What follows belongs to an exercise in optimizing a design on an open flow for small area, a short achievable clock period and few clock cycles per item; a production flow would make more cautious choices. Only simulation tests tie the RTL to the original design; equivalence was not proved. Power is estimated from default activity; no workload was simulated.

[flow/config.mk]
export PLATFORM = sky130hd
export DESIGN_NAME = matrix_inverse_4x4
export DESIGN_NICKNAME = matrix_inverse_4x4
export VERILOG_FILES = /design/flow/design.v
export SDC_FILE = /design/flow/constraint.sdc
export NUM_CORES = 4
export LEC_CHECK = 0
export ABC_CLOCK_PERIOD_IN_PS = 3000
export CAP_MARGIN = 20
export CORE_MARGIN = 2
export CORE_UTILIZATION = 40
export CTS_BUF_LIST = sky130_fd_sc_hd__clkbuf_8
export CTS_CLUSTER_DIAMETER = 35
export CTS_CLUSTER_SIZE = 12
export SETUP_SLACK_MARGIN = 5
export SLEW_MARGIN = 20
[flow/constraint.sdc]
create_clock -name core_clock -period 10.0 [get_ports {aclk}]
set_input_delay 2.0000 -clock core_clock [delete_from_list [all_inputs] [get_ports {aclk}]]
set_output_delay 2.0000 -clock core_clock [all_outputs]
set_load 0.01 [all_outputs]
[flow/design.v]
`timescale 1ns / 1ps
package mi4_pkg;
    localparam int NUM_LANES = 4;
endpackage
`timescale 1ns / 1ps
module mi4_lane
#(
    parameter int AW = 50,      
    parameter int MW = 32       
) (
    input  logic                 aclk,
    input  logic                 mac_en,
    input  logic                 mac_first,
    input  logic                 h_cap,      
    input  logic [MW-1:0]        m1,
    input  logic [MW-1:0]        m2,
    input  logic [MW-1:0]        m3,
    input  logic [2:0]           g1,      
    input  logic [2:0]           g2,
    input  logic [2:0]           g3,
    output logic [AW-1:0]        acc_s,   
    output logic [AW-1:0]        acc_c,
    output logic [48:0]          accr,    
    output logic [48:0]          hval,    
    input  logic                 div_load,
    input  logic                 div_step,
    input  logic [65:0]          dx,      
    input  logic                 dcin,
    input  logic [66:0]          nd3,     
    output logic [47:0]          rmag,    
    output logic                 rsgn,
    output logic [15:0]          qbits    
);
    localparam int PW = MW + 1;
    logic [AW-1:0] s_reg, c_reg;
    logic [63:0]   r_reg;
    logic          sgn_reg;
    logic [15:0]   q_reg;
    logic [48:0]   h_reg;       
    function automatic logic [AW-1:0] booth_pp(input logic [MW-1:0] m,
                                               input logic [2:0] g);
        logic [PW-1:0] sel;
        sel = ({PW{g[0]}} & {m[MW-1], m}) | ({PW{g[1]}} & {m, 1'b0});
        sel = sel ^ {PW{g[2]}};
        booth_pp = {{(AW-PW){sel[PW-1]}}, sel};
    endfunction
    function automatic logic [AW-1:0] maj(input logic [AW-1:0] a, input logic [AW-1:0] b,
                                          input logic [AW-1:0] c);
        maj = (a & b) | (a & c) | (b & c);
    endfunction
    logic [AW-1:0] x0, x1, x2, x3, x4, s1, c1, s2, c2, s3, c3;
    always_comb begin
        x0 = mac_first ? '0 : {s_reg[AW-3:0], 2'b00};
        x1 = mac_first ? '0 : {c_reg[AW-3:0], 2'b00};
        x0[0] = g1[2];
        x1[0] = g2[2];
        x2 = booth_pp(m1, g1);
        x3 = booth_pp(m2, g2);
        x4 = booth_pp(m3, g3);
        s1 = x0 ^ x1 ^ x2;
        c1 = {maj(x0, x1, x2)}; c1 = {c1[AW-2:0], g3[2]};
        s2 = s1 ^ c1 ^ x3;
        c2 = maj(s1, c1, x3);   c2 = {c2[AW-2:0], 1'b0};
        s3 = s2 ^ c2 ^ x4;
        c3 = maj(s2, c2, x4);   c3 = {c3[AW-2:0], 1'b0};
    end
    logic [66:0] r4, t1, t2, t3;
    logic        ge1, ge2, ge3;
    logic [48:0] c49;
    logic [47:0] cmag;
    always_comb begin
        r4   = {1'b0, r_reg, 2'b00};
        t1   = r4 + {dx[65], dx} + {66'd0, dcin};
        t2   = r4 + {dx, dcin} + {66'd0, dcin};
        t3   = r4 + nd3 + {66'd0, dcin};
        ge1  = ~t1[66];
        ge2  = ~t2[66];
        ge3  = ~t3[66];
        c49  = s_reg[48:0] + c_reg[48:0];
        cmag = h_reg[48] ? 48'(-h_reg) : h_reg[47:0];
    end
    always_ff @(posedge aclk) begin
        if (mac_en) begin
            s_reg <= s3;
            c_reg <= c3;
        end
        if (h_cap) h_reg <= c49;
        if (div_load) begin
            r_reg   <= {16'd0, cmag};
            sgn_reg <= h_reg[48];
        end else if (div_step) begin
            r_reg <= ge3 ? t3[63:0] : ge2 ? t2[63:0] : ge1 ? t1[63:0] : {r_reg[61:0], 2'b00};
        end
        if (div_step) q_reg <= {q_reg[13:0], ge2, ge3 | (ge1 & ~ge2)};
    end
    assign acc_s = s_reg;
    assign acc_c = c_reg;
    assign accr  = c49;
    assign hval  = h_reg;
    assign rmag  = r_reg[47:0];
    assign rsgn  = sgn_reg;
    assign qbits = q_reg;
endmodule
module mi4_minor (
    input  logic        aclk,
    input  logic        first,
    input  logic [15:0] m1,
    input  logic [15:0] m2,
    input  logic [2:0]  g1,      
    input  logic [2:0]  g2,
    output logic [32:0] accn     
);
    logic [32:0] acc_reg;
    logic [32:0] x0, x1, x2, s1, c1;
    function automatic logic [32:0] booth_pp(input logic [15:0] m, input logic [2:0] g);
        logic [16:0] sel;
        sel = ({17{g[0]}} & {m[15], m}) | ({17{g[1]}} & {m, 1'b0});
        sel = sel ^ {17{g[2]}};
        booth_pp = {{16{sel[16]}}, sel};
    endfunction
    always_comb begin
        x0 = first ? '0 : {acc_reg[30:0], 2'b00};
        x0[0] = g1[2];
        x1 = booth_pp(m1, g1);
        x2 = booth_pp(m2, g2);
        s1 = x0 ^ x1 ^ x2;
        c1 = (x0 & x1) | (x0 & x2) | (x1 & x2);
        c1 = {c1[31:0], g2[2]};
        accn = s1 + c1;
    end
    always_ff @(posedge aclk) begin
        acc_reg <= accn;
    end
endmodule
module mi4_det (
    input  logic             aclk,
    input  logic             en,
    input  logic             first,
    input  logic [3:0][48:0] m,
    input  logic [3:0][2:0]  g,       
    output logic [65:0]      acc_s,
    output logic [65:0]      acc_c
);
    logic [65:0] s_reg, c_reg;
    logic [65:0] x0, x1, p0, p1, p2, p3, sa, ca, sb, cb, sc, cc, sd, cd;
    function automatic logic [65:0] booth_pp(input logic [48:0] v, input logic [2:0] d);
        logic [49:0] sel;
        sel = ({50{d[0]}} & {v[48], v}) | ({50{d[1]}} & {v, 1'b0});
        sel = sel ^ {50{d[2]}};
        booth_pp = {{16{sel[49]}}, sel};
    endfunction
    function automatic logic [65:0] maj(input logic [65:0] a, input logic [65:0] b,
                                        input logic [65:0] c);
        maj = (a & b) | (a & c) | (b & c);
    endfunction
    always_comb begin
        x0 = first ? '0 : {s_reg[63:0], 2'b00};
        x1 = first ? '0 : {c_reg[63:0], 2'b00};
        x0[0] = g[0][2];
        x1[0] = g[1][2];
        p0 = booth_pp(m[0], g[0]);
        p1 = booth_pp(m[1], g[1]);
        p2 = booth_pp(m[2], g[2]);
        p3 = booth_pp(m[3], g[3]);
        sa = x0 ^ x1 ^ p0;
        ca = maj(x0, x1, p0); ca = {ca[64:0], g[2][2]};
        sb = p1 ^ p2 ^ p3;
        cb = maj(p1, p2, p3); cb = {cb[64:0], g[3][2]};
        sc = sa ^ ca ^ sb;
        cc = maj(sa, ca, sb); cc = {cc[64:0], 1'b0};
        sd = sc ^ cc ^ cb;
        cd = maj(sc, cc, cb); cd = {cd[64:0], 1'b0};
    end
    always_ff @(posedge aclk) begin
        if (en) begin
            s_reg <= sd;
            c_reg <= cd;
        end
    end
    assign acc_s = s_reg;
    assign acc_c = c_reg;
endmodule
`timescale 1ns / 1ps
import mi4_pkg::*;
module matrix_inverse_4x4
#(
    parameter int ELEMENT_BITS  = 16,
    parameter int FRACTION_BITS = 8,
    localparam int TDW = ((4 * ELEMENT_BITS + 7) / 8) * 8
) (
    input  logic           aclk,
    input  logic           aresetn,
    input  logic           s_tvalid,
    output logic           s_tready,
    input  logic [TDW-1:0] s_tdata,    
    output logic           m_tvalid,
    input  logic           m_tready,
    output logic [TDW-1:0] m_tdata,    
    output logic           m_tlast,    
    output logic [0:0]     m_tuser     
);
    function automatic logic [31:0] sx16(input logic [15:0] v);
        sx16 = {{16{v[15]}}, v};
    endfunction
    function automatic logic [48:0] sx32(input logic [31:0] v);
        sx32 = {{17{v[31]}}, v};
    endfunction
    function automatic logic [31:0] and32(input logic c, input logic [31:0] v);
        and32 = {32{c}} & v;
    endfunction
    function automatic logic [2:0] booth_dec(input logic [15:0] e, input logic [2:0] p,
                                             input logic f);
        logic [16:0] ext;
        logic [2:0]  w;
        ext = {e, 1'b0};
        w   = 3'(ext >> {p, 1'b0});
        booth_dec = {w[2] ^ f,
                     (w[2] & ~w[1] & ~w[0]) | (~w[2] & w[1] & w[0]),
                     w[1] ^ w[0]};
    endfunction
    typedef enum logic [2:0] {A_IN, A_WX, A_X, A_WY, A_Y, A_Z, A_WC} aphase_t;
    aphase_t               aphase_reg;
    logic [1:0]            abeat_reg;
    logic [2:0]            ap_reg;          
    logic                  ap_first;        
    logic                  a_rdy;           
    logic                  a_copied;        
    logic [3:0][3:0][15:0] aa;              
    logic                  ax_reg, ay_reg, az_reg;    
    logic [3:0][1:0][2:0]  mg_reg;          
    logic [3:0][32:0]      mu_accn;
    logic [3:0][15:0]      mu_m1, mu_m2;
    logic [5:0][31:0]      smin;            
    logic [5:0][31:0]      cmin;            
    logic                  b_pre2, b_pre3;  
    logic                  x_now, y_now;    
    for (genvar k = 0; k < 4; k++) begin : g_mu
        mi4_minor u_minor (
            .aclk(aclk), .first(ap_first),
            .m1(mu_m1[k]), .m2(mu_m2[k]), .g1(mg_reg[k][0]), .g2(mg_reg[k][1]),
            .accn(mu_accn[k]));
    end
    always_comb begin
        mu_m1[0] = aa[0][1];
        mu_m2[0] = aa[1][1];
        mu_m1[1] = aa[2][1];
        mu_m2[1] = aa[3][1];
        mu_m1[2] = ax_reg ? aa[0][2] : aa[0][0];
        mu_m2[2] = ay_reg ? aa[0][2] : aa[0][3];
        mu_m1[3] = ax_reg ? aa[2][2] : aa[2][0];
        mu_m2[3] = ay_reg ? aa[2][2] : aa[2][3];
    end
    logic       a_run;
    logic       a_runst;     
    logic [1:0] arsel;
    logic [2:0] apsel;
    logic [3:0][1:0][15:0] mde;
    logic       x_go, y_go;
    logic [1:0] acr;
    logic       wx_q;    
    always_comb begin
        x_go  = !a_rdy && (!b_pre2 || x_now);
        y_go  = !b_pre3 || y_now;
        a_runst = (aphase_reg == A_X) || (aphase_reg == A_Y) || (aphase_reg == A_Z);
        a_run = a_runst || (aphase_reg == A_WX && x_go && wx_q) || (aphase_reg == A_WY && y_go);
        apsel = (ap_reg != 3'd0) ? ap_reg - 3'd1 : 3'd7;
        acr   = ay_reg ? 2'd1 : (az_reg ? 2'd2 : 2'd0);
        if (a_runst && ap_reg == 3'd0)
            arsel = (acr == 2'd2) ? 2'd0 : acr + 2'd1;
        else
            arsel = acr;
        case (arsel)
            2'd0: begin
                mde[0][0] = aa[1][3]; mde[0][1] = aa[0][3];
                mde[1][0] = aa[3][3]; mde[1][1] = aa[2][3];
                mde[2][0] = aa[1][3]; mde[2][1] = aa[1][2];
                mde[3][0] = aa[3][3]; mde[3][1] = aa[3][2];
            end
            2'd1: begin
                mde[0][0] = aa[1][2]; mde[0][1] = aa[0][2];
                mde[1][0] = aa[3][2]; mde[1][1] = aa[2][2];
                mde[2][0] = aa[1][2]; mde[2][1] = aa[1][0];
                mde[3][0] = aa[3][2]; mde[3][1] = aa[3][0];
            end
            default: begin
                mde[0][0] = aa[1][0]; mde[0][1] = aa[0][0];
                mde[1][0] = aa[3][0]; mde[1][1] = aa[2][0];
                mde[2][0] = aa[1][3]; mde[2][1] = aa[1][0];
                mde[3][0] = aa[3][3]; mde[3][1] = aa[3][0];
            end
        endcase
    end
    typedef enum logic [2:0] {P_WAIT, P_COF0, P_CAP0, P_COF, P_CAP} phase_t;
    phase_t               phase_reg, phase_n;
    logic [2:0]           p_reg, p_n;       
    logic                 p_first;          
    logic [1:0]           rnd_reg, rnd_n;   
    logic [2:0]           ri_reg;           
    logic                 h_full;           
    logic [1:0]           hcol_reg;         
    logic                 r_loaded;         
    logic [1:0]           rcol_reg;         
    logic                 drun;             
    logic [2:0]           dcnt_reg;
    logic [1:0]           drow_reg;         
    logic                 r_ready;          
    logic [1:0]           qrow_reg;         
    logic [3:0]           nq_reg;           
    logic                 qsing_reg;        
    logic                 det_ready;        
    logic                 c0_ld;            
    logic                 b_post2, b_post3;
    logic                 mac_en_reg;
    logic                 mac_go;           
    logic                 b_loaded, b_loaded_q;    
    logic                 ds1_go, ds2_reg;   
    logic [65:0]          det_val;
    logic                 dt_run;           
    logic [2:0]           dt_p;             
    logic                 dt_first;         
    logic                 dt_done;          
    logic [3:0][2:0]      dtg_reg;          
    logic [3:0][3:0][15:0] a;               
    logic [65:0]           dx_reg;
    logic                  dcin_reg;
    logic [66:0]           nd3_reg;         
    logic                  dsgn_reg;
    logic                  sing_reg;
    logic                  m_tvalid_reg;
    logic [63:0]           m_tdata_reg;
    logic                  m_tlast_reg;
    logic                  m_tuser_reg;
    logic        div_load, div_step;
    logic [49:0] acc0s, acc0c, acc1s, acc1c, acc2s, acc2c, acc3s, acc3c;
    logic [65:0] dts, dtc;
    logic [3:0][48:0] accr;
    logic [3:0][48:0] hval;
    logic             h_cap;
    logic [3:0][47:0] rmag;
    logic [3:0]       rsgn;
    logic [3:0][15:0] qbits;
    logic [3:0][2:0][2:0] g_reg;            
    logic [31:0] m01, m02, m03, m11, m12, m13, m21, m22, m23, m31, m32, m33;
    mi4_lane #(.AW(50), .MW(32)) u_lane0 (
        .aclk(aclk), .mac_en(mac_go), .mac_first(p_first), .h_cap(h_cap),
        .m1(m01), .m2(m02), .m3(m03),
        .g1(g_reg[0][0]), .g2(g_reg[0][1]), .g3(g_reg[0][2]),
        .acc_s(acc0s), .acc_c(acc0c), .accr(accr[0]), .hval(hval[0]),
        .div_load(div_load), .div_step(div_step), .dx(dx_reg), .dcin(dcin_reg), .nd3(nd3_reg),
        .rmag(rmag[0]), .rsgn(rsgn[0]), .qbits(qbits[0]));
    mi4_lane #(.AW(50), .MW(32)) u_lane1 (
        .aclk(aclk), .mac_en(mac_go), .mac_first(p_first), .h_cap(h_cap),
        .m1(m11), .m2(m12), .m3(m13),
        .g1(g_reg[1][0]), .g2(g_reg[1][1]), .g3(g_reg[1][2]),
        .acc_s(acc1s), .acc_c(acc1c), .accr(accr[1]), .hval(hval[1]),
        .div_load(div_load), .div_step(div_step), .dx(dx_reg), .dcin(dcin_reg), .nd3(nd3_reg),
        .rmag(rmag[1]), .rsgn(rsgn[1]), .qbits(qbits[1]));
    mi4_lane #(.AW(50), .MW(32)) u_lane2 (
        .aclk(aclk), .mac_en(mac_go), .mac_first(p_first), .h_cap(h_cap),
        .m1(m21), .m2(m22), .m3(m23),
        .g1(g_reg[2][0]), .g2(g_reg[2][1]), .g3(g_reg[2][2]),
        .acc_s(acc2s), .acc_c(acc2c), .accr(accr[2]), .hval(hval[2]),
        .div_load(div_load), .div_step(div_step), .dx(dx_reg), .dcin(dcin_reg), .nd3(nd3_reg),
        .rmag(rmag[2]), .rsgn(rsgn[2]), .qbits(qbits[2]));
    mi4_lane #(.AW(50), .MW(32)) u_lane3 (
        .aclk(aclk), .mac_en(mac_go), .mac_first(p_first), .h_cap(h_cap),
        .m1(m31), .m2(m32), .m3(m33),
        .g1(g_reg[3][0]), .g2(g_reg[3][1]), .g3(g_reg[3][2]),
        .acc_s(acc3s), .acc_c(acc3c), .accr(accr[3]), .hval(hval[3]),
        .div_load(div_load), .div_step(div_step), .dx(dx_reg), .dcin(dcin_reg), .nd3(nd3_reg),
        .rmag(rmag[3]), .rsgn(rsgn[3]), .qbits(qbits[3]));
    mi4_det u_det (
        .aclk(aclk), .en(dt_run), .first(dt_first), .m(hval), .g(dtg_reg),
        .acc_s(dts), .acc_c(dtc));
    logic       scr01, scr23, scr02, scr13, scr03, scr12;
    logic [31:0] cx1, cx2, cx3;    
    logic [31:0] sx1, sx2, sx3;    
    always_comb begin
        cx1 = and32(scr01, cmin[5]) | and32(scr23, cmin[0]);
        cx2 = and32(scr02, cmin[4]) | and32(scr13, cmin[1]);
        cx3 = and32(scr03, cmin[3]) | and32(scr12, cmin[2]);
        sx1 = and32(scr01, smin[5]) | and32(scr23, smin[0]);
        sx2 = and32(scr02, smin[4]) | and32(scr13, smin[1]);
        sx3 = and32(scr03, smin[3]) | and32(scr12, smin[2]);
        m01 = cx1;
        m02 = cx2;
        m03 = cx3;
        m11 = cx1;
        m12 = cx2;
        m13 = cx3;
        m21 = sx1;
        m22 = sx2;
        m23 = sx3;
        m31 = sx1;
        m32 = sx2;
        m33 = sx3;
    end
    logic [2:0]            rsel, psel;
    logic [3:0][2:0][15:0] de;     
    logic [3:0][2:0]       df;     
    logic [1:0]            nj, nk, nl, nm;
    always_comb begin
        rsel = (mac_en_reg && p_reg == 3'd0) ? ((ri_reg == 3'd3) ? 3'd0 : ri_reg + 3'd1) : ri_reg;
        psel = (p_reg != 3'd0) ? p_reg - 3'd1 : 3'd7;
        nj   = rsel[1:0];
        nk = nj ^ 2'd1;
        nl = nj ^ 2'd2;
        nm = nj ^ 2'd3;
        de[0][0] = a[1][nk]; de[0][1] = a[1][nl]; de[0][2] = a[1][nm];
        de[1][0] = a[0][nk]; de[1][1] = a[0][nl]; de[1][2] = a[0][nm];
        de[2][0] = a[3][nk]; de[2][1] = a[3][nl]; de[2][2] = a[3][nm];
        de[3][0] = a[2][nk]; de[3][1] = a[2][nl]; de[3][2] = a[2][nm];
        df[0] = {nj[1], ~nj[1], nj[0]};
        df[1] = {~nj[1], nj[1], ~nj[0]};
        df[2] = {nj[1], ~nj[1], nj[0]};
        df[3] = {~nj[1], nj[1], ~nj[0]};
    end
    function automatic logic [15:0] quot_val(input logic [15:0] q, input logic ng);
        logic [15:0] v;
        if (q[15]) v = ng ? 16'h8000 : 16'h7fff;
        else       v = ng ? 16'(-{1'b0, q[14:0]}) : {1'b0, q[14:0]};
        quot_val = v;
    endfunction
    logic [2:0]  dt_pos;
    logic [63:0] out_data;
    always_comb begin
        dt_pos = (dt_run && dt_p != 3'd0) ? dt_p - 3'd1 : 3'd7;
        for (int c = 0; c < 4; c++) begin
            out_data[c*16 +: 16] = qsing_reg ? ((qrow_reg == 2'(c)) ? 16'h0100 : 16'h0000)
                                             : quot_val(qbits[c], nq_reg[c]);
        end
    end
    logic out_go;        
    logic ld_go;         
    logic st_go;         
    logic h_free;        
    logic b_start;       
    logic copy_go;       
    logic beat_go;
    logic       scof;    
    logic [1:0] scol;
    always_comb begin
        out_go   = r_ready && !m_tvalid_reg;
        ld_go    = h_full && !r_loaded && (!drun || dcnt_reg == 3'd0);
        st_go    = r_loaded && !drun && (!r_ready || out_go) && (rcol_reg != 2'd0 || det_ready);
        ds1_go   = dt_done && c0_ld;
        det_val  = dts + dtc;
        div_load = ld_go;
        div_step = drun || st_go;
        h_free   = !h_full || ld_go;
        h_cap    = ((phase_reg == P_CAP0) || (phase_reg == P_CAP)) && h_free;
        x_now    = (phase_reg == P_CAP) && (rnd_reg == 2'd1) && h_free;
        y_now    = (phase_reg == P_CAP) && (rnd_reg == 2'd2) && h_free;
        b_start  = ((phase_reg == P_WAIT) || (phase_reg == P_CAP && rnd_reg == 2'd3 && h_free))
                && b_loaded && b_loaded_q && a_rdy;
        mac_go   = mac_en_reg || b_start || (phase_reg == P_CAP && rnd_reg != 2'd3 && h_free)
                || (phase_reg == P_CAP0 && h_free);
        copy_go  = !b_loaded && !a_copied && (aphase_reg != A_IN)
                && ((phase_reg == P_WAIT) || (phase_reg == P_CAP && rnd_reg == 2'd3)
                    || (phase_reg == P_COF && rnd_reg == 2'd3 && p_reg <= 3'd1));
        s_tready = (aphase_reg == A_IN);
        beat_go  = s_tready && s_tvalid;
        phase_n = phase_reg;
        rnd_n   = rnd_reg;
        p_n     = mac_go ? p_reg - 3'd1 : p_reg;
        case (phase_reg)
            P_WAIT:  if (b_start) begin phase_n = P_COF0; rnd_n = 2'd0; end
            P_COF0:  if (p_reg == 3'd0) phase_n = P_CAP0;
            P_CAP0:  if (h_free) begin phase_n = P_COF; rnd_n = 2'd1; end
            P_COF:   if (p_reg == 3'd0) phase_n = P_CAP;
            P_CAP: begin
                if (h_free) begin
                    if (rnd_reg != 2'd3) begin
                        phase_n = P_COF; rnd_n = rnd_reg + 2'd1;
                    end else if (b_start) begin
                        phase_n = P_COF0; rnd_n = 2'd0;
                    end else begin
                        phase_n = P_WAIT;
                    end
                end
            end
            default: phase_n = P_WAIT;
        endcase
        scof = (phase_n == P_COF0) || (phase_n == P_COF) || (phase_n == P_CAP)
            || (phase_n == P_WAIT) || (phase_n == P_CAP0);
        scol = (phase_n == P_CAP) ? ((rnd_n == 2'd3) ? 2'd0 : rnd_n + 2'd1)
             : ((phase_n == P_WAIT) ? 2'd0 : ((phase_n == P_CAP0) ? 2'd1 : rnd_n));
    end
    always_ff @(posedge aclk) begin
        if (!aresetn) begin
            aphase_reg   <= A_IN;
            abeat_reg    <= 2'd0;
            ap_reg       <= 3'd7;
            ap_first     <= 1'b1;
            a_rdy        <= 1'b0;
            a_copied     <= 1'b0;
            ax_reg       <= 1'b0;
            wx_q         <= 1'b0;
            ay_reg       <= 1'b0;
            az_reg       <= 1'b0;
            b_pre2       <= 1'b0;
            b_pre3       <= 1'b0;
            phase_reg    <= P_WAIT;
            m_tvalid_reg <= 1'b0;
            h_full       <= 1'b0;
            r_loaded     <= 1'b0;
            drun         <= 1'b0;
            r_ready      <= 1'b0;
            det_ready    <= 1'b0;
            c0_ld        <= 1'b0;
            p_reg        <= 3'd7;
            p_first      <= 1'b1;
            rnd_reg      <= 2'd0;
            ri_reg       <= 3'd0;
            mac_en_reg   <= 1'b0;
            b_loaded     <= 1'b0;
            b_loaded_q   <= 1'b0;
            ds2_reg      <= 1'b0;
            dt_run       <= 1'b0;
            dt_done      <= 1'b0;
            dt_p         <= 3'd7;
            dt_first     <= 1'b1;
            scr01        <= 1'b0;
            scr23        <= 1'b0;
            scr02        <= 1'b0;
            scr13        <= 1'b0;
            scr03        <= 1'b0;
            scr12        <= 1'b0;
        end else begin
            if (beat_go) abeat_reg <= abeat_reg + 2'd1;
            wx_q <= (aphase_reg == A_WX);
            if (a_run) ap_reg <= ap_reg - 3'd1;
            ap_first <= a_run ? (ap_reg == 3'd0) : (ap_reg == 3'd7);
            case (aphase_reg)
                A_IN: if (beat_go && abeat_reg == 2'd3) begin aphase_reg <= A_WX; ax_reg <= 1'b1; end
                A_WX: if (x_go) aphase_reg <= A_X;
                A_X:  if (ap_reg == 3'd0) begin aphase_reg <= A_WY; ax_reg <= 1'b0; ay_reg <= 1'b1; end
                A_WY: if (y_go) aphase_reg <= A_Y;
                A_Y:  if (ap_reg == 3'd0) begin
                          aphase_reg <= A_Z; ay_reg <= 1'b0; az_reg <= 1'b1; a_rdy <= 1'b1;
                      end
                A_Z:  if (ap_reg == 3'd0) begin
                          az_reg <= 1'b0;
                          aphase_reg <= (a_copied || copy_go) ? A_IN : A_WC;
                          a_copied <= 1'b0;
                      end
                A_WC: if (a_copied) begin aphase_reg <= A_IN; a_copied <= 1'b0; end
                default: aphase_reg <= A_IN;
            endcase
            if (copy_go && !(aphase_reg == A_Z && ap_reg == 3'd0)) a_copied <= 1'b1;
            phase_reg  <= phase_n;
            rnd_reg    <= rnd_n;
            p_reg      <= p_n;
            p_first    <= (p_n == 3'd7);
            mac_en_reg <= (phase_n == P_COF0) || (phase_n == P_COF);
            scr01 <= scof && (scol == 2'd0 || scol == 2'd1);
            scr23 <= scof && (scol == 2'd2 || scol == 2'd3);
            scr02 <= scof && (scol == 2'd0 || scol == 2'd2);
            scr13 <= scof && (scol == 2'd1 || scol == 2'd3);
            scr03 <= scof && (scol == 2'd0 || scol == 2'd3);
            scr12 <= scof && (scol == 2'd1 || scol == 2'd2);
            if (mac_go && p_reg == 3'd0) ri_reg <= (ri_reg == 3'd3) ? 3'd0 : ri_reg + 3'd1;
            dt_first <= !dt_run || (dt_p == 3'd0) || (phase_reg == P_CAP0 && h_free);
            if (phase_reg == P_CAP0 && h_free) begin
                dt_run <= 1'b1;
                dt_p   <= 3'd7;
            end else if (dt_run) begin
                dt_p <= dt_p - 3'd1;
                if (dt_p == 3'd0) begin
                    dt_run  <= 1'b0;
                    dt_done <= 1'b1;
                end
            end
            if (ds1_go) dt_done <= 1'b0;
            ds2_reg <= ds1_go;
            if (copy_go) b_loaded <= 1'b1;
            b_loaded_q <= b_loaded && !b_start;
            if (b_start) begin
                b_loaded   <= 1'b0;
                b_loaded_q <= 1'b0;
                a_rdy      <= 1'b0;
                b_pre2     <= 1'b1;
                b_pre3     <= 1'b1;
            end
            if (x_now) b_pre2 <= 1'b0;
            if (y_now) b_pre3 <= 1'b0;
            if (h_cap) begin
                h_full   <= 1'b1;
                hcol_reg <= (phase_reg == P_CAP0) ? 2'd0 : rnd_reg;
            end else if (ld_go) begin
                h_full   <= 1'b0;
            end
            if (m_tvalid_reg && m_tready) m_tvalid_reg <= 1'b0;
            if (out_go) begin
                m_tvalid_reg <= 1'b1;
                r_ready      <= 1'b0;
            end
            if (ld_go) begin
                r_loaded <= 1'b1;
                rcol_reg <= hcol_reg;
                if (hcol_reg == 2'd0) c0_ld <= 1'b1;
            end
            if (ds1_go) det_ready <= 1'b1;
            if (st_go) begin
                r_loaded <= 1'b0;
                drun     <= 1'b1;
                dcnt_reg <= 3'd6;
                drow_reg <= rcol_reg;
                if (rcol_reg == 2'd0) begin det_ready <= 1'b0; c0_ld <= 1'b0; end
            end else if (drun) begin
                dcnt_reg <= dcnt_reg - 3'd1;
                if (dcnt_reg == 3'd0) begin
                    drun      <= 1'b0;
                    r_ready   <= 1'b1;
                    qrow_reg  <= drow_reg;
                    qsing_reg <= sing_reg;
                    for (int c = 0; c < 4; c++) nq_reg[c] <= rsgn[c] ^ dsgn_reg;
                end
            end
        end
    end
    always_ff @(posedge aclk) begin
        if (beat_go) begin
            for (int c = 0; c < 4; c++) aa[abeat_reg][c] <= s_tdata[c*16 +: 16];
        end
        if (copy_go) a <= aa;
        for (int k = 0; k < 4; k++) begin
            if (a_runst) begin
                mg_reg[k][0] <= booth_dec(mde[k][0], apsel, k < 2 && arsel == 2'd2);
                mg_reg[k][1] <= booth_dec(mde[k][1], apsel, !(k < 2 && arsel == 2'd2));
            end else begin
                mg_reg[k][0] <= booth_dec(mde[k][0], a_run ? 3'd6 : 3'd7, k < 2 && arsel == 2'd2);
                mg_reg[k][1] <= booth_dec(mde[k][1], a_run ? 3'd6 : 3'd7, !(k < 2 && arsel == 2'd2));
            end
        end
        if (a_run && ap_reg == 3'd0) begin
            if (ax_reg) begin
                smin[4] <= mu_accn[0][31:0]; cmin[4] <= mu_accn[1][31:0];
                smin[5] <= mu_accn[2][31:0]; cmin[5] <= mu_accn[3][31:0];
            end
            if (ay_reg) begin
                smin[3] <= mu_accn[0][31:0]; cmin[3] <= mu_accn[1][31:0];
                smin[1] <= mu_accn[2][31:0]; cmin[1] <= mu_accn[3][31:0];
            end
            if (az_reg) begin
                smin[0] <= mu_accn[0][31:0]; cmin[0] <= mu_accn[1][31:0];
                smin[2] <= mu_accn[2][31:0]; cmin[2] <= mu_accn[3][31:0];
            end
        end
        for (int i = 0; i < 4; i++) begin
            for (int t = 0; t < 3; t++) begin
                if (mac_en_reg) g_reg[i][t] <= booth_dec(de[i][t], psel, df[i][t]);
                else g_reg[i][t] <= booth_dec(de[i][t], mac_go ? 3'd6 : 3'd7, df[i][t]);
            end
        end
        for (int i = 0; i < 4; i++) dtg_reg[i] <= booth_dec(a[i][0], dt_pos, 1'b0);
        if (ds1_go) begin
            dx_reg   <= det_val ^ {66{~det_val[65]}};
            dcin_reg <= ~det_val[65];
            dsgn_reg <= det_val[65];
            nd3_reg  <= {1'b1, 66'd0};
        end
        if (ds2_reg) begin
            nd3_reg  <= {dx_reg[65], dx_reg} + {dx_reg, 1'b0} + {65'd0, dcin_reg, 1'b0};
            sing_reg <= dcin_reg && (&dx_reg);
        end
        if (out_go) begin
            m_tdata_reg  <= out_data;
            m_tlast_reg  <= (qrow_reg == 2'd3);
            m_tuser_reg  <= qsing_reg;
        end
    end
    assign m_tvalid   = m_tvalid_reg;
    assign m_tdata    = m_tdata_reg;
    assign m_tlast    = m_tlast_reg;
    assign m_tuser[0] = m_tuser_reg;
endmodule
[flow/run.sh]
#!/bin/bash
# synth_recipe.tcl (not shown) runs the flow's synth.tcl, then flattens the netlist and writes it again
# the make line also repeats each setting of config.mk as NAME=value (left out here)
make -C /OpenROAD-flow-scripts/flow DESIGN_CONFIG=/design/flow/config.mk WORK_HOME=/design/flow/orfs CLKGATE_MAP_FILE= SYNTH_SCRIPT=/design/flow/synth_recipe.tcl finish
==> metrics.csv, run 1 <==
metric,value,unit
pwr_density_cell,298,mW/mm2
slew_violations,0,
root_buffer,clkbuf_8,
numCtsBuffers,564,
yosysTopAreaCellShare,30.0,%
die_w,727,um
grt_setup_unrepaired,yes,
ys_types,95,
r2r_slack,4.88,ns
ys_seq_area_share,32.9,%
reg_top3,"a x256, aa x256",
avgRoutedWirePerCell,27.2,um
num_rows,265,
hp-class,reg -> reg,
arrival,6.10,ns
stdcell_count,29700,
cp_max_fo,10,
pre_cts_ws,3.35,ns
multi_input_area,0.132,mm2
combPwrFrac,55.6,%
period_minus_slack,5.12,ns
initial_core_util,40.2,%
hold_depth,0,
synth-seq-cells,2396,
drc,0,
seqCellArea,0.0690,mm2
synth_top_family_by_area,compound AO/OA/AOI/OAI gates,
path_cells,buf_12 > clkbuf_16 > buf_4 > o21ai_1 > a22oi_1 > xnor2_1 > fa_1 > ha_2 > a2111oi_4 > nand2_1 > a211oi_4 > buf_12 > o32ai_4 > o41a_1 > a41o_1 > o41ai_4 > o21ba_2 > o21bai_1 > xor2_1,
synth_ff_type,edfxtp_1,
drive_gt1_share,9.65,%
place_inst,28400,
min-delay-start,sing_reg$_DFFE_PP_,
tightest_slew,1.26,ns
critPathLaunchType,register,
netSwitchingFraction,44.9,%
crit_family,compound AO/OA/AOI/OAI gates,
synth_simple_gate_area_share,12.3,%
p_total,70.2,mW
yosysTopAreaCell,edfxtp_1,
synth.area.mux_share,2.80,%
switchingPower,31.5,mW
path_buf_inv,4,
area_growth,12.6,%
r2r-end,cmin[60]$_DFFE_PP_,
critPathSlowestCell,fa_1,
ys_async_sr_fraction,0,%
yosys_warnings,4,
fp.dieH,727,um
setup_ws,4.88,ns
slowest_delay,0.47,ns
port_buffers,135,
path_clk_slew,0.07,ns
endpoint_kind,register,
relSlewSlack,16.0,%
dpl_cell_area,0.218,mm2
clock_path_buffers,4,
drt_iter0_markers,16600,
min_period_over_period,51.2,%
fillers,50000,
p_seq_share,26.2,%
grt_pass1_vias,173000,
syn_area,0.209,mm2
antenna_found_initial,48,
fp.coreArea,0.521,mm2
antenna_left,0,
globalplace.congestion,0.975,
cts_tree,built,
internal-power,38.7,mW
synth-compound-area-share,20.9,%
mappedNetlistNets,24400,
htree_levels,6,
fin_nets,24500,
finalSetupViolations,0,
min_to,qsing_reg$_DFFE_PP_,
dp_hpwl,621000,um
finalHoldViolations,0,
clock_latency,1.32,ns
dieArea,0.528,mm2
vias,176000,
crit_type,reg -> reg,
irDropWorstVdd,0.000701,V
r2r_start,ax_reg$_SDFFE_PN0P_,
via_per_inst,5.94,
syn_area_per_cell,9.45,um2
fmax,0.195,GHz
totalWireLength,807000,um
grtUsageTotal,29.4,%
grt_pass1_wl,1160000,um
holdWs,0.422,ns
skew,0.151,ns
status,timing/DRC/antenna clean,
synth_edf_count,2088,
yosys.area_share.adder,16.8,%
cts.sinks,2396,
io_pins,136,
final_cell_mix,"edfxtp_1 (2088), inv_1 (1666), nand2_1 (1639)",
max_cap_violations,0,
grt_overflow,0,
grt_max_degree,163,
design_area,0.235,mm2
r2r_cells,19,
netlist_instances,22100,
cpMostUsedCell,buf_12,
drt_first_pass_iters,6,
p_clk_share,18.2,%
setup_tns,0,ns
yosys-top-cells-area,"edfxtp_1 (30%), fa_1 (8.8%), ha_1 (7.9%), xnor2_1 (5.6%), a21oi_1 (3.9%)",
layout_commonest_cell,edfxtp_1,
required,10.98,ns
synth_xor_area_share,9.26,%
power_leakage,93.4,nW
fin_util,45.2,%
cells in the mapped netlist (all sizes together), types with 39 or more instances:
| cell | count |
|---|---|
| nor3b | 46 |
| mux2 | 52 |
| ha | 1323 |
| a22o | 197 |
| a21o | 759 |
| nand2 | 1655 |
| or4 | 43 |
| nand4 | 219 |
| o31ai | 122 |
| a211o | 51 |
| nor3 | 280 |
| a31oi | 233 |
| a21boi | 50 |
| dfxtp | 308 |
| or2 | 57 |
| o41ai | 60 |
| o21bai | 170 |
| mux2i | 350 |
| o221ai | 68 |
| edfxtp | 2088 |
| buf | 172 |
| o21a | 147 |
| a31o | 39 |
| nor2 | 1106 |
| o21ai | 1404 |
| and2 | 136 |
| o22ai | 77 |
| xor2 | 882 |
| a211oi | 327 |
| and3 | 172 |
| a22oi | 738 |
| a221oi | 62 |
| fa | 923 |
| a21oi | 1622 |
| mux4 | 78 |
| clkbuf | 999 |
| nand3 | 316 |
| nor4 | 46 |
| or3 | 97 |
| o211ai | 241 |
| inv | 1626 |
| nand2b | 225 |
| nor2b | 780 |
| xnor2 | 1326 |
worst max path at each step:
stage                                          from                         end  slack (ns)  cells past startpoint
after floorplan           dcnt_reg[0]$_SDFFCE_PP0P_  u_lane0.r_reg[0]$_DFFE_PP_        4.35                      8
after global placement          ay_reg$_SDFFE_PN0P_         cmin[190]$_DFFE_PP_        3.35                     17
after detailed placement        ay_reg$_SDFFE_PN0P_          cmin[62]$_DFFE_PP_        3.35                     17
after CTS                       ay_reg$_SDFFE_PN0P_          cmin[62]$_DFFE_PP_        4.78                     20
after global routing            ax_reg$_SDFFE_PN0P_         cmin[188]$_DFFE_PP_        4.73                     19
final                           ax_reg$_SDFFE_PN0P_          cmin[60]$_DFFE_PP_        4.88                     19
metal layers:
| layer | GRT usage (%) | vias to the layer above | wire [um] |
|---|---|---|---|
| met3 | 4.96 | 1981 | 59400 |
| met1 | 36.1 | 86500 | 317000 |
| met2 | 47.2 | 7308 | 364000 |
| met4 | 20.3 | 28 | 66800 |
| met5 | 0 | - | 201 |
| li1 | - | 80500 | - |
power by group through the flow:
stage	registers [mW]	logic (mW)	clock network (mW)
floorplan	17.5	24.9	0
global placement	18.5	34.9	0
detailed placement	18.5	35.4	0
CTS	18.3	37.1	13.0
global route	18.4	43.0	13.4
finish	18.4	39.0	12.8
worst register-to-register path, stage by stage, from the launching register on:
cell	delay, ns
dfxtp_4	0.36
buf_12	0.15
clkbuf_16	0.19
buf_4	0.14
o21ai_1	0.19
a22oi_1	0.12
xnor2_1	0.25
fa_1	0.47
ha_2	0.35
a2111oi_4	0.41
nand2_1	0.15
a211oi_4	0.26
buf_12	0.16
o32ai_4	0.11
o41a_1	0.37
a41o_1	0.24
o41ai_4	0.40
o21ba_2	0.19
o21bai_1	0.07
xor2_1	0.20
cells by family after synthesis:
logic type,count (synthesis)
adders and majority gates,2246
and+or+nand+nor,5285
DFF,2396
AOI/OAI and AO/OA,6704
buffers and inverters,2799
xor gates and xnor gates,2208
muxes,480
layout make-up:
| class | count | share of cell area [%] |
|---|---|---|
| antenna | 22 | 0.0234 |
| clock buffer | 587 | 3.43 |
| clock inverter | 452 | 1.86 |
| inverter | 1628 | 2.63 |
| multi-input combinational | 16900 | 56.2 |
| sequential | 2396 | 29.3 |
| tap | 6942 | 3.69 |
| timing repair buffer | 704 | 2.88 |
timing repair:
item,in CTS,in global routing
hold buffers,0,0
pin swaps,46,107
setup buffers,130,70
gates resized for setup,249,311
endpoints found under the setup margin,711,628
cloned,10,14
Testbench counts, summed over its fixed seeds: cycles 3,488, items 96.
==> run 2, diff against run 1 <==
--- a/flow/design.v
+++ b/flow/design.v
@@ -108,28 +108,30 @@
     input  logic [15:0] m2,
     input  logic [2:0]  g1,      
     input  logic [2:0]  g2,
-    output logic [32:0] accn     
+    output logic [31:0] accn     
 );
-    logic [32:0] acc_reg;
-    logic [32:0] x0, x1, x2, s1, c1;
-    function automatic logic [32:0] booth_pp(input logic [15:0] m, input logic [2:0] g);
+    logic [18:0] hi_reg;
+    logic [15:0] lo_reg;
+    logic [18:0] x0, x1, x2, s1, c1, t;
+    function automatic logic [18:0] booth_pp(input logic [15:0] m, input logic [2:0] g);
         logic [16:0] sel;
         sel = ({17{g[0]}} & {m[15], m}) | ({17{g[1]}} & {m, 1'b0});
         sel = sel ^ {17{g[2]}};
-        booth_pp = {{16{sel[16]}}, sel};
+        booth_pp = {{2{sel[16]}}, sel};
     endfunction
     always_comb begin
-        x0 = first ? '0 : {acc_reg[30:0], 2'b00};
-        x0[0] = g1[2];
+        x0 = first ? '0 : hi_reg;
         x1 = booth_pp(m1, g1);
         x2 = booth_pp(m2, g2);
         s1 = x0 ^ x1 ^ x2;
         c1 = (x0 & x1) | (x0 & x2) | (x1 & x2);
-        c1 = {c1[31:0], g2[2]};
-        accn = s1 + c1;
+        c1 = {c1[17:0], g1[2]};
+        t  = s1 + c1 + {18'd0, g2[2]};
+        accn = {t[17:0], lo_reg[15:2]};
     end
     always_ff @(posedge aclk) begin
-        acc_reg <= accn;
+        hi_reg <= {{2{t[18]}}, t[18:2]};
+        lo_reg <= {t[1:0], lo_reg[15:2]};
     end
 endmodule
 module mi4_det (
@@ -228,7 +230,7 @@
     logic [3:0][3:0][15:0] aa;              
     logic                  ax_reg, ay_reg, az_reg;    
     logic [3:0][1:0][2:0]  mg_reg;          
-    logic [3:0][32:0]      mu_accn;
+    logic [3:0][31:0]      mu_accn;
     logic [3:0][15:0]      mu_m1, mu_m2;
     logic [5:0][31:0]      smin;            
     logic [5:0][31:0]      cmin;            
@@ -626,11 +628,11 @@
         if (copy_go) a <= aa;
         for (int k = 0; k < 4; k++) begin
             if (a_runst) begin
-                mg_reg[k][0] <= booth_dec(mde[k][0], apsel, k < 2 && arsel == 2'd2);
-                mg_reg[k][1] <= booth_dec(mde[k][1], apsel, !(k < 2 && arsel == 2'd2));
+                mg_reg[k][0] <= booth_dec(mde[k][0], 3'd7 - apsel, k < 2 && arsel == 2'd2);
+                mg_reg[k][1] <= booth_dec(mde[k][1], 3'd7 - apsel, !(k < 2 && arsel == 2'd2));
             end else begin
-                mg_reg[k][0] <= booth_dec(mde[k][0], a_run ? 3'd6 : 3'd7, k < 2 && arsel == 2'd2);
-                mg_reg[k][1] <= booth_dec(mde[k][1], a_run ? 3'd6 : 3'd7, !(k < 2 && arsel == 2'd2));
+                mg_reg[k][0] <= booth_dec(mde[k][0], a_run ? 3'd1 : 3'd0, k < 2 && arsel == 2'd2);
+                mg_reg[k][1] <= booth_dec(mde[k][1], a_run ? 3'd1 : 3'd0, !(k < 2 && arsel == 2'd2));
             end
         end
         if (a_run && ap_reg == 3'd0) begin
--- a/flow/config.mk
+++ b/flow/config.mk
@@ -9,8 +9,5 @@
 export CAP_MARGIN = 20
 export CORE_MARGIN = 2
 export CORE_UTILIZATION = 40
-export CTS_BUF_LIST = sky130_fd_sc_hd__clkbuf_8
-export CTS_CLUSTER_DIAMETER = 35
-export CTS_CLUSTER_SIZE = 12
 export SETUP_SLACK_MARGIN = 5
 export SLEW_MARGIN = 20
==> run 2 against run 1 <==
Compared with the run above: still clean; register-to-register slack improved by 0.04 ns; die area fell by 1.4%; synthesized cell count fell by 0.78%; clock skew fell by 0.055 ns; worst hold slack got worse by 0.071 ns; critical path type unchanged; largest cell class unchanged; highest routed layer unchanged.
==> metrics.csv, run 2 <==
metric,value,unit
grt_max_degree,180,
path_cells,buf_4 > inv_1 > ha_1 > ha_1 > buf_4 > and2_2 > mux4_2 > mux2i_1 > buf_4 > xor2_1,
finalSetupViolations,0,
endpoint_kind,register,
required,10.81,ns
grt_overflow,0,
r2r_start,dt_p[0]$_SDFFE_PP1P_,
synth_edf_count,2088,
dieArea,0.521,mm2
tightest_slew,1.19,ns
setup_tns,0,ns
drt_iter0_markers,17900,
antenna_left,0,
cts_tree,built,
port_buffers,135,
fmax,0.197,GHz
ys_types,93,
syn_area_per_cell,9.39,um2
drc,0,
io_pins,136,
path_clk_slew,0.06,ns
syn_area,0.206,mm2
root_buffer,clkbuf_16,
clock_path_buffers,4,
vias,175000,
grt_setup_unrepaired,yes,
fp.dieH,722,um
drt_first_pass_iters,6,
hp-class,reg -> reg,
numCtsBuffers,297,
grtUsageTotal,30.4,%
synth-seq-cells,2400,
power_leakage,89.9,nW
relSlewSlack,20.6,%
mappedNetlistNets,24200,
r2r-end,dtg_reg[3]$_DFF_P_,
p_total,58.5,mW
critPathSlowestCell,and2_2,
crit_family,buffers and inverters,
pre_cts_ws,2.92,ns
clock_latency,1.03,ns
setup_ws,4.92,ns
ys_async_sr_fraction,0,%
cp_max_fo,27,
cp-startpoint,dt_p[0]$_SDFFE_PP1P_,
htree_levels,5,
r2r_cells,10,
grt_pass1_vias,168000,
synthTopCellsByCount,"edfxtp_1 (2088), nand2_1 (1789), inv_1 (1601), a21oi_1 (1576), xnor2_1 (1356)",
yosys-top-cells-area,"edfxtp_1 (30%), fa_1 (8.5%), ha_1 (7.7%), xnor2_1 (5.8%), a21oi_1 (3.8%)",
initial_core_util,40.2,%
final_cell_mix,"edfxtp_1 (2088), nand2_1 (1769), inv_1 (1594)",
num_rows,263,
endpoint,dtg_reg[3]$_DFF_P_,
yosysTopAreaCell,edfxtp_1,
critPathLaunchType,register,
crit_type,reg -> reg,
reg_top3,"a x256, aa x256",
netlist_instances,21900,
r2r_slack,4.92,ns
drive_gt1_share,7.00,%
slowest_delay,0.80,ns
area_growth,10.7,%
yosys_warnings,4,
path_buf_inv,4,
min_period_over_period,50.8,%
max_cap_violations,0,
slew_violations,0,
finalHoldViolations,0,
avgRoutedWirePerCell,28.6,um
fillers,49200,
fp.coreArea,0.513,mm2
yosysTopAreaCellShare,30.4,%
pwr_density_cell,256,mW/mm2
globalplace.congestion,1.01,
totalWireLength,822000,um
via_per_inst,6.09,
skew,0.0955,ns
fin_nets,23900,
arrival,5.89,ns
cpMostUsedCell,buf_4,
cts.sinks,2400,
die_w,722,um
period_minus_slack,5.08,ns
synth_ff_type,edfxtp_1,
crit_cells,10,
antenna_found_initial,51,
layout_commonest_cell,edfxtp_1,
synth_most_common_cell,edfxtp_1,
ys_seq_area_share,33.5,%
grt_pass1_wl,1170000,um
fin_util,44.5,%
dp_hpwl,637000,um
irDropWorstVdd,0.000386,V
status,timing/DRC/antenna clean,
==> run 2: cell types whose count changed after synthesis, moves of 52 or more <==
| cell | delta |
|---|---|
| nand2_1 | +134 |
| xor2_1 | -113 |
| nor2_1 | +106 |
| nor2b_1 | -93 |
| o211ai_1 | -90 |
| a21o_1 | -86 |
| clkbuf_1 | +76 |
| o21ai_0 | -62 |
| ha_1 | -60 |
| nand3_1 | +52 |
==> run 2: how the worst min path moves through the flow <==
stage,slack (ns),to,start,cells past startpoint
detailed placement,0.38,g_mu[2].u_minor.lo_reg[3]$_DFF_P_,g_mu[2].u_minor.lo_reg[5]$_DFF_P_,0
global route,0.37,g_mu[0].u_minor.lo_reg[4]$_DFF_P_,g_mu[0].u_minor.lo_reg[6]$_DFF_P_,0
global placement,0.38,g_mu[0].u_minor.lo_reg[2]$_DFF_P_,g_mu[0].u_minor.lo_reg[4]$_DFF_P_,0
CTS,0.35,g_mu[2].u_minor.lo_reg[4]$_DFF_P_,g_mu[2].u_minor.lo_reg[6]$_DFF_P_,0
floorplan,0.36,g_mu[0].u_minor.lo_reg[10]$_DFF_P_,g_mu[0].u_minor.lo_reg[12]$_DFF_P_,0
finish,0.35,g_mu[2].u_minor.lo_reg[4]$_DFF_P_,g_mu[2].u_minor.lo_reg[6]$_DFF_P_,0
==> run 2: kinds of logic after synthesis <==
logic type | after synthesis | synth area share [%]
compound gates | 6644 | 21.1
simple gates | 5412 | 12.6
buf+inv | 2800 | 5.11
flops | 2400 | 33.5
fa+ha+maj | 2142 | 16.2
xor+xnor | 2127 | 9.05
mux | 420 | 2.45
==> run 2: final cells by class <==
class	instances	area (um2)	area share, %
diodes	16	40.0	0.0175
clock buffers	365	7990	3.50
clock inverters	180	2100	0.921
inverters	1607	6060	2.65
multi-input cells	16700	129000	56.3
flip-flops and latches	2400	69100	30.3
well taps	6757	8450	3.71
repair buffers	631	5980	2.62
==> run 2: through the flow <==
stage                     hold WS [ns]  std cells  instance area (um2)
after global placement           0.379      28000               215000
after floorplan                  0.355      21900               206000
after CTS                        0.351      28600               227000
after detailed placement         0.376      28000               215000
final                            0.351      28700               228000
after global routing             0.368      28700               228000
==> run 2: per-layer routing <==
| layer | vias up | wire [um] | track usage [%] |
|---|---|---|---|
| met1 | 85900 | 318000 | 37.3 |
| met3 | 2028 | 64800 | 5.62 |
| met5 | - | 291 | 0 |
| met2 | 7731 | 362000 | 47.4 |
| li1 | 79100 | - | - |
| met4 | 46 | 77100 | 23.5 |
==> run 2: repair_timing <==
action                                  CTS  global route
gates cloned                              3             5
pin swaps                                18            27
setup buffers                            72            77
endpoints found under the setup margin  534           622
resized for setup                       224           165
hold buffers                              0             0
==> run 2: report_power, final <==
group | leakage (nW) | switching, mW | internal (mW)
Clock | 4.89 | 4.89 | 6.51
Combinational | 63.3 | 19.2 | 10.7
Sequential | 21.7 | 1.58 | 15.6
Testbench counts of run 2, summed over its fixed seeds: cycles 3,488, items 96.
==> run 3, diff against run 2 <==
--- a/flow/design.v
+++ b/flow/design.v
@@ -225,6 +225,7 @@
     logic [1:0]            abeat_reg;
     logic [2:0]            ap_reg;          
     logic                  ap_first;        
+    logic [2:0]            amp_reg;         
     logic                  a_rdy;           
     logic                  a_copied;        
     logic [3:0][3:0][15:0] aa;              
@@ -265,7 +266,7 @@
         y_go  = !b_pre3 || y_now;
         a_runst = (aphase_reg == A_X) || (aphase_reg == A_Y) || (aphase_reg == A_Z);
         a_run = a_runst || (aphase_reg == A_WX && x_go && wx_q) || (aphase_reg == A_WY && y_go);
-        apsel = (ap_reg != 3'd0) ? ap_reg - 3'd1 : 3'd7;
+        apsel = amp_reg;
         acr   = ay_reg ? 2'd1 : (az_reg ? 2'd2 : 2'd0);
         if (a_runst && ap_reg == 3'd0)
             arsel = (acr == 2'd2) ? 2'd0 : acr + 2'd1;
@@ -296,6 +297,7 @@
     phase_t               phase_reg, phase_n;
     logic [2:0]           p_reg, p_n;       
     logic                 p_first;          
+    logic [2:0]           pm_reg;           
     logic [1:0]           rnd_reg, rnd_n;   
     logic [2:0]           ri_reg;           
     logic                 h_full;           
@@ -403,7 +405,7 @@
     logic [1:0]            nj, nk, nl, nm;
     always_comb begin
         rsel = (mac_en_reg && p_reg == 3'd0) ? ((ri_reg == 3'd3) ? 3'd0 : ri_reg + 3'd1) : ri_reg;
-        psel = (p_reg != 3'd0) ? p_reg - 3'd1 : 3'd7;
+        psel = pm_reg;
         nj   = rsel[1:0];
         nk = nj ^ 2'd1;
         nl = nj ^ 2'd2;
@@ -494,6 +496,7 @@
             abeat_reg    <= 2'd0;
             ap_reg       <= 3'd7;
             ap_first     <= 1'b1;
+            amp_reg      <= 3'd1;
             a_rdy        <= 1'b0;
             a_copied     <= 1'b0;
             ax_reg       <= 1'b0;
@@ -512,6 +515,7 @@
             c0_ld        <= 1'b0;
             p_reg        <= 3'd7;
             p_first      <= 1'b1;
+            pm_reg       <= 3'd6;
             rnd_reg      <= 2'd0;
             ri_reg       <= 3'd0;
             mac_en_reg   <= 1'b0;
@@ -533,6 +537,8 @@
             wx_q <= (aphase_reg == A_WX);
             if (a_run) ap_reg <= ap_reg - 3'd1;
             ap_first <= a_run ? (ap_reg == 3'd0) : (ap_reg == 3'd7);
+            if (a_run) amp_reg <= (ap_reg == 3'd1) ? 3'd0 : 3'd0 - ap_reg + 3'd1;
+            else       amp_reg <= (ap_reg == 3'd0) ? 3'd0 : 3'd0 - ap_reg;
             case (aphase_reg)
                 A_IN: if (beat_go && abeat_reg == 2'd3) begin aphase_reg <= A_WX; ax_reg <= 1'b1; end
                 A_WX: if (x_go) aphase_reg <= A_X;
@@ -554,6 +560,7 @@
             rnd_reg    <= rnd_n;
             p_reg      <= p_n;
             p_first    <= (p_n == 3'd7);
+            pm_reg     <= (p_n != 3'd0) ? p_n - 3'd1 : 3'd7;
             mac_en_reg <= (phase_n == P_COF0) || (phase_n == P_COF);
             scr01 <= scof && (scol == 2'd0 || scol == 2'd1);
             scr23 <= scof && (scol == 2'd2 || scol == 2'd3);
@@ -628,8 +635,8 @@
         if (copy_go) a <= aa;
         for (int k = 0; k < 4; k++) begin
             if (a_runst) begin
-                mg_reg[k][0] <= booth_dec(mde[k][0], 3'd7 - apsel, k < 2 && arsel == 2'd2);
-                mg_reg[k][1] <= booth_dec(mde[k][1], 3'd7 - apsel, !(k < 2 && arsel == 2'd2));
+                mg_reg[k][0] <= booth_dec(mde[k][0], apsel, k < 2 && arsel == 2'd2);
+                mg_reg[k][1] <= booth_dec(mde[k][1], apsel, !(k < 2 && arsel == 2'd2));
             end else begin
                 mg_reg[k][0] <= booth_dec(mde[k][0], a_run ? 3'd1 : 3'd0, k < 2 && arsel == 2'd2);
                 mg_reg[k][1] <= booth_dec(mde[k][1], a_run ? 3'd1 : 3'd0, !(k < 2 && arsel == 2'd2));
==> run 3 against run 2 <==
Compared with the run above: the layout now fails its checks (capacitance limit, slew limit); synthesized cell count is 2.8% lower; worst setup slack better by 0.049 ns; count of clock-buffer cells in the layout increased by 29; final area down 0.88%; register-to-register slack improved by 0.05 ns; via count shrank 3.6%; first-iteration DRC count decreased by 4.7%; sequential cell count up 6; worst hold slack better by 0.015 ns; critical path depth is 2 higher; sequential share of layout area grew 0.32 points; critical endpoint is now mg_reg[8]$_DFF_P_; largest power group is now registers.
==> metrics.csv, run 3 <==
metric,value,unit
antenna_found_initial,41,
violatedChecks,"capacitance limit, slew limit",
stdcell_count,28100,
synth_xor_area_share,9.13,%
drt_first_pass_iters,6,
yosys.area_share.adder,16.4,%
path_clk_slew,0.07,ns
area_growth,10.6,%
min_period_over_period,50.3,%
endpoint_kind,register,
p_clk_share,30.2,%
holdWs,0.366,ns
dp_hpwl,596000,um
grtUsageTotal,28.7,%
power_leakage,88.0,nW
status,finished with violations,
vias,169000,
die_w,719,um
clock_path_buffers,4,
synth-seq-cells,2406,
synth-compound-area-share,20.5,%
mappedNetlistNets,23500,
final_cell_mix,"edfxtp_1 (2088), inv_1 (1612), nand2_1 (1610)",
irDropWorstVdd,0.000331,V
cp_max_fo,63,
fin_util,44.4,%
setup_ws,4.97,ns
skew,0.144,ns
pre_cts_ws,2.74,ns
critPathLaunchType,register,
fp.coreArea,0.509,mm2
grt_pass1_wl,1110000,um
yosys_warnings,4,
synth_edf_count,2088,
ys_types,93,
hp-class,reg -> reg,
drive_gt1_share,7.07,%
period_minus_slack,5.03,ns
dieArea,0.517,mm2
yosysTopAreaCellShare,30.7,%
clock_latency,1.07,ns
initial_core_util,40.2,%
via_per_inst,6.00,
grt_setup_unrepaired,yes,
finalHoldViolations,0,
combPwrFrac,34.3,%
drt_iter0_markers,17100,
netSwitchingFraction,36.4,%
globalplace.congestion,0.991,
slew_violations,4,
min_to,g_mu[3].u_minor.lo_reg[8]$_DFF_P_,
reg_top3,"a x256, aa x256",
pwr_density_cell,165,mW/mm2
yosysTopAreaCell,edfxtp_1,
synth_ff_type,edfxtp_1,
cpMostUsedCell,buf_4,
arrival,5.90,ns
synth_most_common_cell,edfxtp_1,
switchingPower,13.6,mW
crit_type,reg -> reg,
synth.area.mux_share,3.61,%
numCtsBuffers,304,
grt_pass1_vias,163000,
path_buf_inv,5,
fillers,48700,
place_inst,27400,
cts_tree,built,
synth_top_family_by_area,compound AO/OA/AOI/OAI gates,
path_cells,buf_4 > bufbuf_16 > inv_2 > buf_4 > nand2_2 > buf_8 > o22ai_1 > nor2_2 > mux4_2 > mux2i_1 > a21oi_1 > xnor2_1,
avgRoutedWirePerCell,27.6,um
slowest_delay,0.58,ns
r2r_slack,4.97,ns
htree_levels,5,
layout_commonest_cell,edfxtp_1,
totalWireLength,775000,um
required,10.87,ns
root_buffer,clkbuf_16,
ys_async_sr_fraction,0,%
fin_nets,23300,
grt_overflow,0,
r2r_cells,12,
cts.sinks,2406,
crit_family,buffers and inverters,
io_pins,136,
fmax,0.199,GHz
tightest_slew,1.63,ns
r2r-end,mg_reg[8]$_DFF_P_,
synthTopCellsByCount,"edfxtp_1 (2088), inv_1 (1620), nand2_1 (1617), a21oi_1 (1564), o21ai_0 (1294)",
internal-power,23.7,mW
hold_depth,0,
synth_simple_gate_area_share,11.6,%
cp-startpoint,ay_reg$_SDFFE_PN0P_,
port_buffers,135,
grt_max_degree,214,
ys_seq_area_share,33.8,%
relSlewSlack,-9.86,%
critPathSlowestCell,xnor2_1,
syn_area_per_cell,9.59,um2
syn_area,0.205,mm2
r2r_start,ay_reg$_SDFFE_PN0P_,
p_seq_share,35.4,%
max_cap_violations,1,
yosys-top-cells-area,"edfxtp_1 (31%), fa_1 (8.6%), ha_1 (7.8%), xnor2_1 (5.4%), a21oi_1 (3.8%)",
netlist_instances,21300,
fp.dieH,719,um
antenna_left,0,
drc,0,
min-delay-start,g_mu[3].u_minor.lo_reg[10]$_DFF_P_,
finalSetupViolations,0,
num_rows,262,
setup_tns,0,ns
postCtsHoldBufs,0,
run 3: cell count changes after synthesis, moves of 52 or more:
cell and change:
xor2_1 +108, mux4_2 +70, nand3_1 -102, nand2_1 -172, xnor2_1 -100, nor3_1 -52, nor2_1 -124, and2_1 +86
mux2i_1 +100, clkbuf_1 -112, o211ai_1 +57
run 3: layout make-up:
type	instances	area, um2	area share (%)
multi-input combinational	16200	127000	56.1
sequential	2406	69200	30.6
tap	6732	8420	3.72
clock buffer	394	8230	3.64
inverter	1629	6150	2.72
timing repair buffer	561	5440	2.41
clock inverter	164	1710	0.755
antenna	35	87.6	0.0387
run 3: worst register-to-register path: stages, from the launching register on:
cell	delay (ns)
dfxtp_4	0.38
buf_4	0.20
bufbuf_16	0.32
inv_2	0.40
buf_4	0.52
nand2_2	0.45
buf_8	0.35
o22ai_1	0.56
nor2_2	0.17
mux4_2	0.48
mux2i_1	0.29
a21oi_1	0.14
xnor2_1	0.58
run 3: repair_timing:
action                     4_1_cts  5_1_grt
buffers inserted                59       56
cloned                           8       11
gates resized for setup        191      224
setup endpoints to repair      543      642
pin swaps                       14       33
run 3: per-layer routing:
metal,wire (um),global-route usage (%)
met1,305000,35.8
met5,118,0
met4,68100,20.6
met3,56600,4.20
met2,346000,45.6
run 3: worst max-delay path by stage:
stage,to,cells after the start
floorplan,aphase_reg[2]$_SDFFE_PN0P_,10
global placement,u_lane3.r_reg[54]$_SDFFE_PP0N_,17
detailed placement,u_lane3.r_reg[54]$_SDFFE_PP0N_,17
CTS,g_reg[1]$_DFF_P_,13
global route,cmin[191]$_DFFE_PP_,20
finish,mg_reg[8]$_DFF_P_,12
run 3: kinds of logic after synthesis:
logic type	count (synthesis)
buf+inv	2738
fa+ha+maj	2146
flops	2406
compound gates	6439
xor+xnor	2133
mux	567
simple gates	4902
run 3: metrics by stage:
| stage | power [mW] | area, um2 |
|---|---|---|
| 2_1_floorplan | 21.5 | 205000 |
| 3_3_place_gp | 25.1 | 213000 |
| 3_5_place_dp | 25.2 | 213000 |
| 4_1_cts | 36.8 | 225000 |
| 5_1_grt | 39.1 | 226000 |
| 6_report | 37.3 | 226000 |
run 3: power groups by stage:
stage | Sequential [mW] | Combinational [mW] | Clock (mW)
after global placement | 13.4 | 11.6 | 0
after detailed placement | 13.4 | 11.8 | 0
after floorplan | 13.0 | 8.50 | 0
final | 13.2 | 12.8 | 11.3
after global routing | 13.3 | 14.1 | 11.8
after CTS | 13.2 | 12.1 | 11.4
Testbench counts of run 3, summed over its fixed seeds: cycles 3,488, items 96.

-- separate check: timing with driven ports --
How much do the figures lean on ideal ports? The routed layouts below were timed once more, with nothing changed but the port constraints. Step 1: set_driving_cell puts a clkbuf_16 on aclk and a buf_2 on each other input, an assumption about the parent block. Step 2 also shifts input and output timing later by t, the mid clock arrival at the registers, as if the neighbouring blocks saw the same clock. Three values: ideal, step 1, step 2; two values: the first two.
run | t (ns) | slack for setup (ns) | worst data-port slew with drivers (ns)
run 1 | 1.380 | 4.880 / 4.880 / 4.880 | 0.04
run 2 | 1.095 | 4.924 / 4.924 / 4.876 | 0.03
run 3 | 1.115 | 4.973 / 4.973 / 4.973 | 0.04
For run 2, which loses most, drivers alone change the setup slack by 0.000 ns; drivers and shift together by -0.048 ns.
